This design comes from an exercise in tuning for small area on the open sky130 flow, not from production work. The RTL was checked by simulation tests, not by an equivalence proof against the original design. Power is estimated from default activity; no workload was simulated.

$ cat constraint.sdc
create_clock -name core_clock -period 7.0 [get_ports {clk}]
set_input_delay 1.4000 -clock core_clock [delete_from_list [all_inputs] [get_ports {clk}]]
set_output_delay 1.4000 -clock core_clock [all_outputs]
set_load 0.01 [all_outputs]
$ cat design.v
package rvIsaPkg;
    typedef logic [31:0] word_t;
    typedef logic [31:0] addr_t;
    typedef logic [31:0] instr_t;
    typedef logic [4:0]  regAddr_t;
    localparam logic [6:0] OPCODE_OP     = 7'b0110011;
    localparam logic [6:0] OPCODE_OP_IMM = 7'b0010011;
    localparam logic [6:0] OPCODE_STORE  = 7'b0100011;
    localparam logic [2:0] F3_ADD = 3'b000;  
    localparam logic [2:0] F3_SLT = 3'b010;
    localparam logic [2:0] F3_XOR = 3'b100;
    localparam logic [2:0] F3_OR  = 3'b110;
    localparam logic [2:0] F3_AND = 3'b111;
    localparam logic [2:0] F3_SW  = 3'b010;
    localparam logic [6:0] F7_SUB = 7'b0100000;
    localparam int RD_LSB     = 7;
    localparam int FUNCT3_LSB = 12;
    localparam int RS1_LSB    = 15;
    localparam int RS2_LSB    = 20;
    localparam int FUNCT7_LSB = 25;
    localparam instr_t NOP_INSTR = 32'h0000_0013;  
endpackage
package rvCorePkg;
    typedef logic [2:0] aluOp_t;
    localparam aluOp_t ALU_ADD = 3'd0;
    localparam aluOp_t ALU_SUB = 3'd1;
    localparam aluOp_t ALU_AND = 3'd2;
    localparam aluOp_t ALU_OR  = 3'd3;
    localparam aluOp_t ALU_XOR = 3'd4;
    localparam aluOp_t ALU_SLT = 3'd5;  
    typedef logic [1:0] fwdSel_t;
    localparam fwdSel_t FWD_RF  = 2'd0;  
    localparam fwdSel_t FWD_WB  = 2'd1;  
    localparam fwdSel_t FWD_MEM = 2'd2;  
    localparam logic [31:0] PC_STEP  = 32'd4;
    localparam logic [31:0] RESET_PC = 32'd0;
endpackage
`timescale 1ns/10ps
module fetchStage (
    input  logic            clk,
    input  logic            rstN,
    output rvIsaPkg::addr_t pc,
    output logic            idValid
);
    always_ff @(posedge clk or negedge rstN) begin
        if (!rstN) begin
            pc <= rvCorePkg::RESET_PC;
        end else begin
            pc <= pc + rvCorePkg::PC_STEP;
        end
    end
    always_ff @(posedge clk or negedge rstN) begin
        if (!rstN) begin
            idValid <= 1'b0;
        end else begin
            idValid <= 1'b1;
        end
    end
endmodule
`timescale 1ns/10ps
module regFile (
    input  logic               clk,
    input  logic               rstN,
    input  rvIsaPkg::regAddr_t rs1Addr,
    input  rvIsaPkg::regAddr_t rs2Addr,
    input  rvIsaPkg::regAddr_t wbRd,
    input  rvIsaPkg::word_t    wbResult,
    input  logic               wbRegWrite,
    output rvIsaPkg::word_t    rs1Data,
    output rvIsaPkg::word_t    rs2Data
);
    rvIsaPkg::word_t regs [31:1];  
    always_ff @(posedge clk or negedge rstN) begin
        if (!rstN) begin
            for (int i = 1; i < 32; i++) begin
                regs[i] <= '0;
            end
        end else if (wbRegWrite && (wbRd != '0)) begin
            regs[wbRd] <= wbResult;
        end
    end
    assign rs1Data = (rs1Addr == '0) ? '0 :
                     (wbRegWrite && (wbRd == rs1Addr)) ? wbResult : regs[rs1Addr];
    assign rs2Data = (rs2Addr == '0) ? '0 :
                     (wbRegWrite && (wbRd == rs2Addr)) ? wbResult : regs[rs2Addr];
endmodule
`timescale 1ns/10ps
module decodeStage (
    input  logic                clk,
    input  logic                rstN,
    input  rvIsaPkg::instr_t    instr,
    input  logic                idValid,
    input  rvIsaPkg::regAddr_t  wbRd,
    input  rvIsaPkg::word_t     wbResult,
    input  logic                wbRegWrite,
    output rvIsaPkg::regAddr_t  exRs1,
    output rvIsaPkg::regAddr_t  exRs2,
    output rvIsaPkg::regAddr_t  exRd,
    output rvIsaPkg::word_t     exRs1Data,
    output rvIsaPkg::word_t     exRs2Data,
    output rvIsaPkg::word_t     exImm,
    output rvCorePkg::aluOp_t   exAluOp,
    output logic                exUseImm,
    output logic                exRegWrite,
    output logic                exStore
);
    rvIsaPkg::instr_t   idInstr;
    rvIsaPkg::regAddr_t rs1Addr, rs2Addr, rd;
    rvIsaPkg::word_t    rs1Data, rs2Data, imm;
    rvCorePkg::aluOp_t  aluOp;
    logic [2:0]         funct3;
    logic [6:0]         funct7;
    logic               useImm, legal, isStore;
    assign idInstr = idValid ? instr : rvIsaPkg::NOP_INSTR;  
    assign rs1Addr = idInstr[rvIsaPkg::RS1_LSB +: 5];
    assign rs2Addr = idInstr[rvIsaPkg::RS2_LSB +: 5];
    assign rd      = idInstr[rvIsaPkg::RD_LSB +: 5];
    assign funct3  = idInstr[rvIsaPkg::FUNCT3_LSB +: 3];
    assign funct7  = idInstr[rvIsaPkg::FUNCT7_LSB +: 7];
    regFile regFileInst (
        .clk        (clk),
        .rstN       (rstN),
        .rs1Addr    (rs1Addr),
        .rs2Addr    (rs2Addr),
        .wbRd       (wbRd),
        .wbResult   (wbResult),
        .wbRegWrite (wbRegWrite),
        .rs1Data    (rs1Data),
        .rs2Data    (rs2Data)
    );
    always_comb begin
        aluOp   = rvCorePkg::ALU_ADD;
        useImm  = 1'b0;
        legal   = 1'b1;
        isStore = 1'b0;
        imm = {{20{idInstr[31]}}, idInstr[rvIsaPkg::RS2_LSB +: 12]};  
        case (idInstr[6:0])
            rvIsaPkg::OPCODE_OP, rvIsaPkg::OPCODE_OP_IMM: begin
                useImm = (idInstr[6:0] == rvIsaPkg::OPCODE_OP_IMM);
                case (funct3)
                    rvIsaPkg::F3_ADD: aluOp = rvCorePkg::ALU_ADD;
                    rvIsaPkg::F3_SLT: aluOp = rvCorePkg::ALU_SLT;
                    rvIsaPkg::F3_XOR: aluOp = rvCorePkg::ALU_XOR;
                    rvIsaPkg::F3_OR:  aluOp = rvCorePkg::ALU_OR;
                    rvIsaPkg::F3_AND: aluOp = rvCorePkg::ALU_AND;
                    default:          legal = 1'b0;  
                endcase
                if (!useImm) begin
                    if ((funct3 == rvIsaPkg::F3_ADD) && (funct7 == rvIsaPkg::F7_SUB)) begin
                        aluOp = rvCorePkg::ALU_SUB;
                    end else if (funct7 != 7'b0) begin
                        legal = 1'b0;
                    end
                end
            end
            rvIsaPkg::OPCODE_STORE: begin
                useImm  = 1'b1;  
                isStore = (funct3 == rvIsaPkg::F3_SW);
                legal   = isStore;  
                imm = {{20{idInstr[31]}}, idInstr[rvIsaPkg::FUNCT7_LSB +: 7],
                       idInstr[rvIsaPkg::RD_LSB +: 5]};
            end
            default: legal = 1'b0;
        endcase
    end
    always_ff @(posedge clk or negedge rstN) begin
        if (!rstN) begin
            exAluOp    <= rvCorePkg::ALU_ADD;
            exUseImm   <= 1'b0;
            exRegWrite <= 1'b0;
            exStore    <= 1'b0;
        end else begin
            exAluOp    <= aluOp;
            exUseImm   <= useImm;
            exRegWrite <= legal && !isStore && (rd != '0);  
            exStore    <= legal && isStore;
        end
    end
    always_ff @(posedge clk) begin
        exRs1     <= rs1Addr;
        exRs2     <= rs2Addr;
        exRd      <= rd;
        exRs1Data <= rs1Data;
        exRs2Data <= rs2Data;
        exImm     <= imm;
    end
endmodule
`timescale 1ns/10ps
module executeStage (
    input  logic               clk,
    input  logic               rstN,
    input  rvIsaPkg::regAddr_t exRs1,
    input  rvIsaPkg::regAddr_t exRs2,
    input  rvIsaPkg::regAddr_t exRd,
    input  rvIsaPkg::word_t    exRs1Data,
    input  rvIsaPkg::word_t    exRs2Data,
    input  rvIsaPkg::word_t    exImm,
    input  rvCorePkg::aluOp_t  exAluOp,
    input  logic               exUseImm,
    input  logic               exRegWrite,
    input  logic               exStore,
    input  rvIsaPkg::regAddr_t wbRd,
    input  rvIsaPkg::word_t    wbResult,
    input  logic               wbRegWrite,
    output rvIsaPkg::regAddr_t memRd,
    output rvIsaPkg::word_t    memResult,
    output rvIsaPkg::word_t    memStoreData,
    output logic               memRegWrite,
    output logic               memStore
);
    rvCorePkg::fwdSel_t fwdA, fwdB;
    rvIsaPkg::word_t    opA, rs2Val, opB, aluOut;
    assign fwdA = (memRegWrite && (memRd == exRs1)) ? rvCorePkg::FWD_MEM :
                  (wbRegWrite && (wbRd == exRs1))   ? rvCorePkg::FWD_WB  : rvCorePkg::FWD_RF;
    assign fwdB = (memRegWrite && (memRd == exRs2)) ? rvCorePkg::FWD_MEM :
                  (wbRegWrite && (wbRd == exRs2))   ? rvCorePkg::FWD_WB  : rvCorePkg::FWD_RF;
    always_comb begin
        case (fwdA)
            rvCorePkg::FWD_MEM: opA = memResult;
            rvCorePkg::FWD_WB:  opA = wbResult;
            default:            opA = exRs1Data;
        endcase
        case (fwdB)
            rvCorePkg::FWD_MEM: rs2Val = memResult;
            rvCorePkg::FWD_WB:  rs2Val = wbResult;
            default:            rs2Val = exRs2Data;  
        endcase
    end
    assign opB = exUseImm ? exImm : rs2Val;
    always_comb begin
        case (exAluOp)
            rvCorePkg::ALU_SUB: aluOut = opA - opB;
            rvCorePkg::ALU_AND: aluOut = opA & opB;
            rvCorePkg::ALU_OR:  aluOut = opA | opB;
            rvCorePkg::ALU_XOR: aluOut = opA ^ opB;
            rvCorePkg::ALU_SLT: aluOut = {31'b0, $signed(opA) < $signed(opB)};
            default:            aluOut = opA + opB;
        endcase
    end
    always_ff @(posedge clk or negedge rstN) begin
        if (!rstN) begin
            memRegWrite <= 1'b0;
            memStore    <= 1'b0;
        end else begin
            memRegWrite <= exRegWrite;
            memStore    <= exStore;
        end
    end
    always_ff @(posedge clk) begin
        memRd        <= exRd;
        memResult    <= aluOut;
        memStoreData <= rs2Val;
    end
endmodule
`timescale 1ns/10ps
module memWbStage (
    input  logic               clk,
    input  logic               rstN,
    input  rvIsaPkg::regAddr_t memRd,
    input  rvIsaPkg::word_t    memResult,
    input  rvIsaPkg::word_t    memStoreData,
    input  logic               memRegWrite,
    input  logic               memStore,
    output rvIsaPkg::word_t    dMemAddr,
    output rvIsaPkg::word_t    dMemData,
    output logic               dMemWrite,
    output rvIsaPkg::regAddr_t wbRd,
    output rvIsaPkg::word_t    wbResult,
    output logic               wbRegWrite
);
    assign dMemAddr  = memResult;     
    assign dMemData  = memStoreData;
    assign dMemWrite = memStore;
    always_ff @(posedge clk or negedge rstN) begin
        if (!rstN) begin
            wbRegWrite <= 1'b0;
        end else begin
            wbRegWrite <= memRegWrite;
        end
    end
    always_ff @(posedge clk) begin
        wbRd     <= memRd;
        wbResult <= memResult;
    end
endmodule
`timescale 1ns/10ps
module rvPipe (
    input  logic             clk,
    input  logic             rstN,
    output rvIsaPkg::addr_t  instrAddr,
    input  rvIsaPkg::instr_t instr,
    output rvIsaPkg::word_t  dMemAddr,
    output rvIsaPkg::word_t  dMemData,
    output logic             dMemWrite
);
    rvIsaPkg::addr_t    pc;
    logic               idValid;
    rvIsaPkg::regAddr_t exRs1, exRs2, exRd, memRd, wbRd;
    rvIsaPkg::word_t    exRs1Data, exRs2Data, exImm;
    rvIsaPkg::word_t    memResult, memStoreData, wbResult;
    rvCorePkg::aluOp_t  exAluOp;
    logic               exUseImm, exRegWrite, exStore;
    logic               memRegWrite, memStore, wbRegWrite;
    assign instrAddr = pc;
    fetchStage fetchStageInst (
        .clk     (clk),
        .rstN    (rstN),
        .pc      (pc),
        .idValid (idValid)
    );
    decodeStage decodeStageInst (
        .clk(clk), .rstN(rstN), .instr(instr), .idValid(idValid),
        .wbRd(wbRd), .wbResult(wbResult), .wbRegWrite(wbRegWrite),
        .exRs1(exRs1), .exRs2(exRs2), .exRd(exRd),
        .exRs1Data(exRs1Data), .exRs2Data(exRs2Data), .exImm(exImm),
        .exAluOp(exAluOp), .exUseImm(exUseImm),
        .exRegWrite(exRegWrite), .exStore(exStore)
    );
    executeStage executeStageInst (
        .clk(clk), .rstN(rstN),
        .exRs1(exRs1), .exRs2(exRs2), .exRd(exRd),
        .exRs1Data(exRs1Data), .exRs2Data(exRs2Data), .exImm(exImm),
        .exAluOp(exAluOp), .exUseImm(exUseImm),
        .exRegWrite(exRegWrite), .exStore(exStore),
        .wbRd(wbRd), .wbResult(wbResult), .wbRegWrite(wbRegWrite),
        .memRd(memRd), .memResult(memResult), .memStoreData(memStoreData),
        .memRegWrite(memRegWrite), .memStore(memStore)
    );
    memWbStage memWbStageInst (
        .clk(clk), .rstN(rstN),
        .memRd(memRd), .memResult(memResult), .memStoreData(memStoreData),
        .memRegWrite(memRegWrite), .memStore(memStore),
        .dMemAddr(dMemAddr), .dMemData(dMemData), .dMemWrite(dMemWrite),
        .wbRd(wbRd), .wbResult(wbResult), .wbRegWrite(wbRegWrite)
    );
endmodule
$ cat config.mk
export PLATFORM = sky130hd
export DESIGN_NAME = rvPipe
export DESIGN_NICKNAME = rvPipe
export VERILOG_FILES = /design/flow/design.v
export SDC_FILE = /design/flow/constraint.sdc
export NUM_CORES = 4
export LEC_CHECK = 0
export CAP_MARGIN = 20
export CORE_MARGIN = 2
export CORE_UTILIZATION = 30
export SLEW_MARGIN = 20
$ cat run.sh
#!/bin/bash
# synth_recipe.tcl (not shown) runs the flow's synth.tcl, then flattens the netlist and writes it again
# the make line also repeats each setting of config.mk as NAME=value (left out here)
make -C /OpenROAD-flow-scripts/flow DESIGN_CONFIG=/design/flow/config.mk WORK_HOME=/design/flow/orfs CLKGATE_MAP_FILE= SYNTH_SCRIPT=/design/flow/synth_recipe.tcl finish
==> summary.txt <==
==> critical path, cell delays in order (launching register included) <==
cell and delay [ns]:
dfxtp_1 0.63, xor2_1 0.13, nor4_1 0.33, and3_2 0.42, buf_4 0.30, mux2i_1 0.10, o21ai_0 0.60, mux2i_1 0.26
ha_1 0.55, inv_1 0.14, or4_1 0.60, o211ai_1 0.45, nand2_1 0.09, o21ai_1 0.47, a2111oi_0 0.20, a2111oi_0 0.41
a21oi_1 0.09
==> cells in the final DEF (no fill, tap or decap), types with 27 or more instances in the layout <==
cell	n
dfrtp_1	1030
mux2_2	1001
a22oi_1	427
a221oi_1	212
nand2_1	210
nor2_1	197
a22o_1	193
buf_4	191
a21oi_1	190
dfxtp_1	190
nand4_1	145
mux2i_1	143
clkbuf_16	142
clkdlybuf4s50_1	127
o21ai_0	116
inv_1	116
ha_1	97
nand3_1	86
nor2_4	57
o32a_1	50
a222oi_1	50
xnor2_1	34
xor2_1	32
nor3_1	30
o211ai_1	28
clkbuf_8	27
==> through the flow <==
stage / instances / power [mW] / setup slack [ns]
after global routing: 8309 / 20.92 / 0.6549
final: 8314 / 20.31 / 1.098
after CTS: 8306 / 20.18 / 1.156
after floorplan: 5519 / 10.70 / 2.337
after global placement: 8049 / 12.13 / 1.094
after detailed placement: 8049 / 12.20 / 1.161
==> cells in the mapped netlist (all sizes together) (4+ instances only) <==
library cell / number / area (sq um)
a2111oi: 9 / 97.60
a211o: 5 / 45.04
a211oi: 20 / 155.1
a21o: 13 / 97.59
a21oi: 190 / 950.9
a221o: 16 / 160.2
a221oi: 214 / 1887
a222oi: 50 / 500.5
a22o: 193 / 1690
a22oi: 427 / 3206
a31oi: 23 / 143.9
and2: 21 / 131.4
and3: 18 / 112.6
buf: 106 / 467.9
clkbuf: 404 / 1516
dfrtp: 1032 / 25820
dfxtp: 197 / 3944
ha: 97 / 1214
inv: 116 / 435.4
mux2: 1001 / 11270
mux2i: 143 / 1431
nand2: 220 / 825.8
nand2b: 19 / 118.9
nand3: 87 / 435.4
nand4: 145 / 907.1
nand4b: 8 / 70.07
nor2: 257 / 967.2
nor2b: 18 / 112.6
nor3: 37 / 190.2
nor3b: 7 / 52.55
nor4: 28 / 187.7
o211ai: 29 / 231.5
o21a: 11 / 82.58
o21ai: 123 / 623.1
o21bai: 6 / 45.04
o221ai: 4 / 35.03
o22a: 6 / 52.55
o22ai: 17 / 106.4
o31ai: 13 / 97.59
o32a: 51 / 511.7
or2: 7 / 43.80
or3: 9 / 61.31
or4: 8 / 63.81
xnor2: 34 / 297.8
xor2: 32 / 280.3
==> kinds of logic after synthesis <==
group,count (synthesis)
adder cells (fa/ha/maj),99
XOR/XNOR,66
AO/OA/AOI/OAI,1449
buffers and inverters,627
other,2
AND/OR/NAND/NOR,902
multiplexers,1144
flip-flops,1229
==> worst max path at each step <==
stage                                      to              startpoint  cells past startpoint  slack (ns)
4_1_cts        executeStageInst.memResult[23]  memWbStageInst.wbRd[2]                     16        1.16
3_5_place_dp   executeStageInst.memResult[23]  memWbStageInst.wbRd[2]                     16        1.16
2_1_floorplan  executeStageInst.memResult[30]  memWbStageInst.wbRd[2]                     20        2.34
3_3_place_gp   executeStageInst.memResult[23]  memWbStageInst.wbRd[2]                     16        1.09
5_1_grt        executeStageInst.memResult[23]  memWbStageInst.wbRd[2]                     16        0.65
6_report       executeStageInst.memResult[23]  memWbStageInst.wbRd[3]                     16        1.10
==> flip-flops by register name (all words and copies together) (netlist names), 12 cells and up <==
name / cells
fetchStageInst.pc: 30
executeStageInst.memStoreData: 32
decodeStageInst.exRs1Data: 32
decodeStageInst.exRs2Data: 32
executeStageInst.memResult: 32
decodeStageInst.exImm: 12
memWbStageInst.wbResult: 32
decodeStageInst.regFileInst.regs: 992
==> where the power goes <==
part           internal (mW)  leakage [nW]  switching (mW)
combinational           1.28          13.5            1.80
sequential              8.08          15.7            1.10
clock                   4.75          2.42            3.30
total                   14.1          31.6            6.20
==> layer usage <==
layer | up-vias | share of wire [%]
met4 | 18 | 7.5
met3 | 1492 | 16
met2 | 4805 | 39
met1 | 27370 | 37
li1 | 21000 | -
met5 | - | 0.057
==> layout make-up <==
cell class | instances | area [sq um]
repair buffers | 337 | 3088
flip-flops and latches | 1229 | 29780
clock inverters | 65 | 940.9
inverters | 117 | 439.2
diodes | 7 | 17.52
well taps | 2704 | 3383
fillers | 20350 | 134200
clock buffers | 192 | 4011
multi-input cells | 3663 | 30580
==> reports/results.txt <==
Status - complete, no violations
Fmax - 169.4 MHz
Yosys warning total - 6
Initial DRC Count - 9256
Max VDD drop - 270.8 uV
DRT Pass-1 Iters - 12
GR Layer Usage met1 - 34.54%
Initial antenna violation count - 22
Post-Synth Adder-Cell Area - 2.018%
CORE AREA - 206400 sq um
EDFF count, synth - 0
Total GRT Usage - 27.37%
Worst flop-to-flop path endpoint - executeStageInst.memResult[23]
Worst-Margin Slew - 1.288 ns
Dpl hpwl - 173900 microns
Final setup viols - 0
Hold path depth - 0
Die width - 459.1 microns
Worst R2R Start - memWbStageInst.wbRd[3]
CP arrival - 6.57 ns
Hold Path End - executeStageInst.memRd[0]
M3 GR Usage - 13.20%
Reg2reg path depth - 16
CP max FO - 11
Final Cycle Share - 84.31%
Worst-skew pair later-pin latency - 0.81 ns
Synthesized area - 62120 sq um
Total CTS buffers - 140
Main flop type after synthesis - dfrtp_1
Area after DPL - 67230 sq um
Yosys reg bits - 1229
H-tree levels - 4
Most Used Layer, Global Route - met2
CTS Hold Buffers Added - 0
Setup repair bufs after CTS - 0
Vias per cell - 6.577
ANT nets after route - 0
Final Slew Violations - 0
RSZ-0062 raised after global routing - false
Post-Synth XOR/XNOR Area - 0.9305%
Global-route wire length before repair - 413000 microns
Post-CTS Resized - 0
Kind of end point of the critical path - flop
Final hold slack - 0.3354 ns
Clock root buffer - clkbuf_16
Initial Utilization - 30.09%
Layout Skew - 0.02988 ns
HP Class - flop to flop
Avg WL per Cell - 35.84 microns
Row Count - 167
Pwr/cell area - 281.1 nW/um^2
Fraction of registers with async set/reset - 83.97%
Worst-path clk slew - 0.06 ns
Routability cong. - 0.9534
Post-layout util - 34.99%
Port Buffers - 128
Register-to-register setup slack - 1.10 ns
Syn Area/Cell - 11.26 sq um
Simple-gate share of the synthesized area - 7.079%
GRT met2 Usage - 37.74%
HP Start - decodeStageInst.exRd[0]
Largest net degree at the start of global routing - 168
Post-synthesis instance total - 5518
Sum of negative setup slack - 0 ns
Critical path class - flop to flop
Share of cells above drive strength 1 - 28.23%
Slew margin rel. - 13.92%
Mux share of post-synthesis cell area - 20.45%
Synth-to-Final Area Change - 16.28%
Sequential-to-total area share from yosys stat - 47.92%
Vias after detailed routing - 54680
Largest family of logic cells by synthesized area - multiplexers
Drc violations - 0
Static leakage - 31.62 nW
CP Launch Type - flop
Vias in the first global route - 52330
CP required - 7.67 ns
Ports - 131
Max-Cap Viols - 0
Wirelength, routed - 298000 microns
CTS tree - built
Sink Count - 1229
Post-synthesis compound-gate area fraction - 17.69%
Final Critical Period - 5.902 ns
Clock Path Buffers - 3
Yosys cell types - 89
GRT Residual Overflow - 0
Nets - 5621
Die area - 210700 sq um
Final Hold Fails - 0
Die Y - 459.1 microns
Final Cell Area - 72240 sq um

-- re-timing with driven ports --
The results above use ideal ports. As a check the final layout listed here was re-extracted and re-timed, cells and wires unchanged.
Step 1 sets driving cells, clkbuf_16 on the clock port and buf_2 on the other inputs (assumed; they add their load-dependent delay and slew).
Step 2 also shifts input and output timing later by t, the mid clock arrival at the registers, as if the neighbouring blocks saw the same clock.
Three values: ideal, step 1, step 2; two values: the first two.
t (ns): 0.888
setup slack, ns: 1.098 / 1.098 / 0.970
worst setup path after step 2: input to register
worst slew at a driven data input, ns: 0.28
After both steps this run still meets setup and hold. For this run, drivers alone change the setup slack by 0.000 ns; drivers and shift together by -0.128 ns.
